From an optimization exercise on the open Yosys and OpenROAD flow, aimed at small area; shortcuts taken in it are not production practice.
Function was checked by simulation only, so behaviour that the tests miss may differ from the original.
Power is estimated from default activity; no workload was simulated.

## 07-25
// http_date_to_epoch_parser
module http_date_to_epoch_parser (
   input  wire logic               clock,
   input  wire logic               reset,
   input  wire logic [7:0]         req_text_byte,
   input  wire logic               req_first,
   input  wire logic               req_push,
   output logic                    req_full,
   output logic [1:0]              rsp_status,
   output logic signed [39:0]      rsp_epoch_seconds,
   output logic                    rsp_empty,
   input  wire logic               rsp_pop,
   input  wire logic               csr_valid,
   output logic                    csr_ready,
   input  wire logic signed [17:0] csr_zone_offset
);
==> flow/config.mk <==
export PLATFORM = sky130hd
export DESIGN_NAME = http_date_to_epoch_parser
export DESIGN_NICKNAME = http_date_to_epoch_parser
export VERILOG_FILES = /design/flow/design.v
export SDC_FILE = /design/flow/constraint.sdc
export NUM_CORES = 4
export LEC_CHECK = 0
export ABC_AREA = 1
export CAP_MARGIN = 20
export CORE_MARGIN = 2
export CORE_UTILIZATION = 75
export SLEW_MARGIN = 20
==> flow/constraint.sdc <==
create_clock -name core_clock -period 8.0 [get_ports {clock}]
set_input_delay 1.6000 -clock core_clock [delete_from_list [all_inputs] [get_ports {clock}]]
set_output_delay 1.6000 -clock core_clock [all_outputs]
set_load 0.01 [all_outputs]
standard.sh (not shown) runs the stock make flow with config.mk's settings and CLKGATE_MAP_FILE= SYNTH_SCRIPT=/design/flow/synth_recipe.tcl, a recipe that flattens the netlist after the stock synthesis.
==> flow/flow/run.sh <==
#!/bin/bash
# Standard layout with two placement/CTS options changed:
#  - port buffers use the smallest buffer cell (every port still gets one);
#  - the clock tree is built without dummy load cells.
# Everything else, synthesis included, is the standard flow (standard.sh).
set -e
export BUFFER_PORTS_ARGS="-buffer_cell sky130_fd_sc_hd__buf_1"
export CTS_ARGS="-sink_clustering_enable -repair_clock_nets -dont_use_dummy_load -sink_clustering_size 28 -sink_clustering_max_diameter 100 -buf_list sky130_fd_sc_hd__clkbuf_16"
bash standard.sh > standard.log 2>&1
#### Input delta (12-16 over 07-25)
-- flow/design.v --
<<< 07-25, line 329
   logic [38:0] ring [9];
   logic [3:0]  wd, rc;
   logic [1:0]  pe0;
   logic        hv;
   logic [1:0]  hs;
   logic [38:0] he;
   logic        pop, space, wr_e, wr_d, wr_any, rd_now, err_tap;
   logic [38:0] tap, wword;
   assign tap     = ring[8];
>>> 12-16, line 329
   logic [38:0] ring [9];
   logic [3:0]  wd, rc;
   logic [1:0]  pe0, pe1;
   logic        hv;
   logic [1:0]  hs;
   logic [38:0] he;
   logic        pop, space, wr_e, wr_any, rd_now, err_tap;
   logic [38:0] tap, wword;
   assign tap     = ring[8];
<<< 07-25, line 343
   assign wr_x    = srdy && (wd == 4'd0) && space;
   assign wr_e    = !srdy && (pe0 != 2'd0) && (wd == 4'd0) && space;
   assign wr_d    = !srdy && (pe0 == 2'd0) && (fin1 || fin2) && (wd == 4'd0) && space;
   assign wr_any  = wr_x || wr_e || wr_d;
   assign wword   = wr_x ? sum : {3'b100, 35'd0, wr_e ? pe0[1] : fin2};
   assign err_tap = tap[38] && !tap[37] && !tap[36];
   logic       xh, np0;
   assign xh  = sss || srdy;
   assign np0 = (pe0 != 2'd0);
   always_comb begin
      case (rc)
         4'd9:    req_full = (hv && (xh || np0)) || (xh && np0);
         4'd8:    req_full = hv && xh && np0;
         default: req_full = 1'b0;
      endcase
>>> 12-16, line 343
   assign wr_x    = srdy && (wd == 4'd0) && space;
   assign wr_e    = !srdy && (pe0 != 2'd0) && (wd == 4'd0) && space;
   assign wr_any  = wr_x || wr_e;
   assign wword   = wr_x ? sum : {3'b100, 35'd0, pe0[1]};
   assign err_tap = tap[38] && !tap[37] && !tap[36];
   logic       xh, np0, np1;
   assign xh  = sss || srdy;
   assign np0 = (pe0 != 2'd0);
   assign np1 = (pe1 != 2'd0);
   always_comb begin
      case (rc)
         4'd9:    req_full = (hv && (xh || np0)) || (xh && np0) || np1;
         4'd8:    req_full = (hv && xh && np0) || (hv && np1) || (xh && np1);
         4'd7:    req_full = hv && xh && np1;
         default: req_full = 1'b0;
      endcase
<<< 07-25, line 434
   end
   always_ff @(posedge clock) begin
      if (reset) begin
         wd  <= 4'd0;
>>> 12-16, line 435
   end
   always_ff @(posedge clock) begin
      logic [1:0] n0, n1;
      if (reset) begin
         wd  <= 4'd0;
<<< 07-25, line 439
         hv  <= 1'b0;
         pe0 <= 2'd0;
      end else begin
         wd  <= wr_any ? 4'd0 : ((wd == 4'd0) ? 4'd8 : wd - 4'd1);
         rc  <= rc + {3'd0, wr_any} - {3'd0, rd_now};
         hv  <= rd_now || (hv && !pop);
         if ((fin1 || fin2) && !wr_d)
            pe0 <= fin2 ? 2'd2 : 2'd1;
         else if (wr_e)
            pe0 <= 2'd0;
      end
   end
>>> 12-16, line 441
         hv  <= 1'b0;
         pe0 <= 2'd0;
         pe1 <= 2'd0;
      end else begin
         wd  <= wr_any ? 4'd0 : ((wd == 4'd0) ? 4'd8 : wd - 4'd1);
         rc  <= rc + {3'd0, wr_any} - {3'd0, rd_now};
         hv  <= rd_now || (hv && !pop);
         n0 = wr_e ? pe1 : pe0;
         n1 = wr_e ? 2'd0 : pe1;
         if (fin1 || fin2) begin
            if (n0 == 2'd0) n0 = fin2 ? 2'd2 : 2'd1;
            else            n1 = fin2 ? 2'd2 : 2'd1;
         end
         pe0 <= n0;
         pe1 <= n1;
      end
   end
Results
Cell count after placement in 12-16 is about 0.75% higher than in 07-25
Part of the cycle the worst path needs (12-16 over 07-25): decrease, 3.3 points
Of 07-25 and 12-16, the lower final-layout fill cell count belongs to 07-25.
12-16 vs. 07-25: routed wire length higher; worst clock skew essentially unchanged; sequential share of cell area stayed essentially flat; global placer's final weighted congestion shows an increase of about 3%.
Final cell count (12-16 vs. 07-25) increases slightly
The final core area utilization was comparable across 07-25 and 12-16.
Slack of the critical path up 0.27 ns in 12-16 wrt 07-25
When the final numbers for 07-25 and 12-16 were put side by side, the final non-filler cell area turned out to be greater in 12-16.
Between 07-25 and 12-16, synthesized cell count is lower for 07-25, 12-16 comes in above that.
Compared 12-16 vs 07-25, and total power is down in 12-16.

[static timing again, ports no longer ideal]
The results above use ideal ports. As a check the final layouts listed here were re-extracted and re-timed, cells and wires unchanged. Step 1 sets driving cells, clkbuf_16 on the clock port and buf_2 on the other inputs (assumed; they add their load-dependent delay and slew). Step 2 adds t to the input delays and takes it off the output delays; t is the mean of the earliest and latest rising clock arrival at the registers after step 1. Input paths then give back, and output paths get back, about the clock's delay inside the block. Three values: ideal ports, drivers, drivers and shift; two values: the first two.
run | t (ns) | setup slack, ns | hold slack, ns | cell pins on the clock port's net
07-25 | 0.579 | 0.669 / 0.669 / 0.532 | 0.319 / 0.319 / 0.319 | 1
12-16 | 0.586 | 0.936 / 0.936 / 0.706 | 0.317 / 0.317 / 0.317 | 1
After both steps setup and hold are still met in every run listed. For 12-16, which loses most, drivers alone change the setup slack by 0.000 ns; drivers and shift together by -0.230 ns.
